What follows belongs to an exercise in optimizing a design on an open flow for small area, a short achievable clock period and few clock cycles per item; a production flow would make more cautious choices.
Only simulation tests tie the RTL to the original design; equivalence was not proved.
Power is estimated from default activity; no workload was simulated.

== main ==
## rect_overlap_query_table
module rect_overlap_query_table #(
	parameter int MAX_RECTS  = roqt_pkg::MAX_RECTS_DEF,
	parameter int COORD_BITS = roqt_pkg::COORD_BITS_DEF
) (
	input  logic               clk,
	input  logic               arst_n,
	input  logic               req_valid,
	output logic               req_ready,
	input  logic [1:0]         req_type,
	input  logic [4:0]         req_entry_id,
	input  logic signed [15:0] req_pos_x,
	input  logic signed [15:0] req_pos_y,
	input  logic [14:0]        req_width,
	input  logic [14:0]        req_height,
	input  logic               req_active,
	output logic               resp_valid,
	input  logic               resp_ready,
	output logic [1:0]         resp_kind,
	output logic [4:0]         resp_result_id,
	output logic               resp_hit_valid,
	output logic [1:0]         resp_status,
	output logic               resp_last
);
export LEC_CHECK = 0
export CAP_MARGIN = 20
export CELL_PAD_IN_SITES_DETAIL_PLACEMENT = 1
export CELL_PAD_IN_SITES_GLOBAL_PLACEMENT = 1
export CORE_MARGIN = 2
export CORE_UTILIZATION = 30
export CTS_CLUSTER_DIAMETER = 70
export CTS_CLUSTER_SIZE = 30
export PLACE_DENSITY = 0.6
export SETUP_SLACK_MARGIN = 5.0
export SLEW_MARGIN = 20
create_clock -name core_clock -period 8.5 [get_ports {clk}]
run.sh (not shown) runs the stock make flow with config.mk's settings and CLKGATE_MAP_FILE= SYNTH_SCRIPT=/design/flow/synth_recipe.tcl, a recipe that flattens the netlist after the stock synthesis.
Testbench counts of main, summed over its fixed seeds: cycles 7,107, items 4,800.
diff inputs: main => the feature branch
diff --git a/flow/design.v b/flow/design.v
--- a/flow/design.v
+++ b/flow/design.v
@@ -166,36 +166,41 @@
 				g[i] = g[i + w] | (~l[i + w] & g[i]);
 				l[i] = l[i + w] | (~g[i + w] & l[i]);
 			end
 		end
 		le17 = ~g[0];
 	endfunction
-	logic [N-1:0] b_hit;
+	logic [N-1:0] b_c0, b_c1, b_c2, b_c3;
 	always_comb begin
 		for (int i = 0; i < N; i++) begin
-			b_hit[i] = used_q[i] && e_act[i] && (b_q != 5'(i)) &&
-				le17({1'b0, b_x}, e_r[i]) && le17({1'b0, e_x[i]}, b_r) &&
-				le17({1'b0, b_y}, e_t[i]) && le17({1'b0, e_y[i]}, b_t);
+			b_c0[i] = used_q[i] && e_act[i] && (b_q != 5'(i)) && le17({1'b0, b_x}, e_r[i]);
+			b_c1[i] = le17({1'b0, e_x[i]}, b_r);
+			b_c2[i] = le17({1'b0, b_y}, e_t[i]);
+			b_c3[i] = le17({1'b0, e_y[i]}, b_t);
 		end
 	end
 	logic         c_vld;
 	logic [1:0]   c_kind, c_stat;
 	logic [4:0]   c_id;
 	logic         c_qok;
-	logic [N-1:0] c_hit;
+	logic [N-1:0] c_c0, c_c1, c_c2, c_c3, c_hit;
 	always_ff @(posedge clk or negedge arst_n) begin
 		if (!arst_n) c_vld <= 1'b0;
 		else         c_vld <= b_vld;
 	end
 	always_ff @(posedge clk) begin
 		c_kind <= b_kind;
 		c_stat <= b_stat;
 		c_id   <= b_id;
 		c_qok  <= b_qok;
-		c_hit  <= b_hit;
+		c_c0   <= b_c0;
+		c_c1   <= b_c1;
+		c_c2   <= b_c2;
+		c_c3   <= b_c3;
 	end
+	assign c_hit = c_c0 & c_c1 & c_c2 & c_c3;
 	localparam int RW = 2 + 2 + 5 + 1 + N;
 	logic [RW-1:0] push_data;
 	logic          push;
 	assign push      = c_vld;
 	assign push_data = {c_kind, c_stat, c_id, c_qok, c_hit};
 	logic [3:0][RW-1:0] f_data;
==> comparison <==
Result for the feature branch and main: all clean. Number of diodes (lower): main. Looking at worst hold slack across all endpoints, the feature branch sits 0.0077 ns below main. Per the comparison of the feature branch with main, netlist area before placement has increased, number of non-clock buffers in the layout has decreased, summed area of non-filler cells in the final layout has increased. When the feature branch is set beside main, its proportion of power drawn by flip-flops and latches turns out to be 2.3 points larger. Delta (the feature branch minus main): part of the cycle the worst path needs decreased by 1.0 points relative to the old numbers, number of instances in the synthesized netlist increased by about 2.2% relative to the old numbers, required time at the endpoint of the critical path increased by 0.05 ns relative to the old numbers, met1 capacity usage during global routing decreased by 3.3 points relative to the old numbers, total die area increased by 2.1% relative to the old numbers. The feature branch and main ended up with nearly the same power.
Testbench counts of the feature branch, summed over its fixed seeds: cycles 7,107, items 4,800.

afterwards: timing with drivers on the ports:
In the flow no input, the clock included, has a driving cell. The finished layouts below were timed again as built, in two steps.
Step 1: set_driving_cell puts a clkbuf_16 on clk and a buf_2 on each other input, an assumption about the parent block.
Step 2 also shifts input and output timing later by t, the mid clock arrival at the registers, as if the neighbouring blocks saw the same clock.
a / b / c = no drivers / after step 1 / after step 2; a / b = the first two.
run	t, ns	setup WS [ns]	latest minus earliest clock arrival (ns)	worst data-port slew with drivers (ns)
main	1.073	4.848 / 4.848 / 4.152	0.098 / 0.098	0.09
the feature branch	1.118	4.935 / 4.935 / 4.048	0.096 / 0.096	0.11
After both steps every run listed still meets setup and hold. The setup slack of the feature branch, which loses most, moves by 0.000 ns with the drivers and by -0.887 ns with both steps.
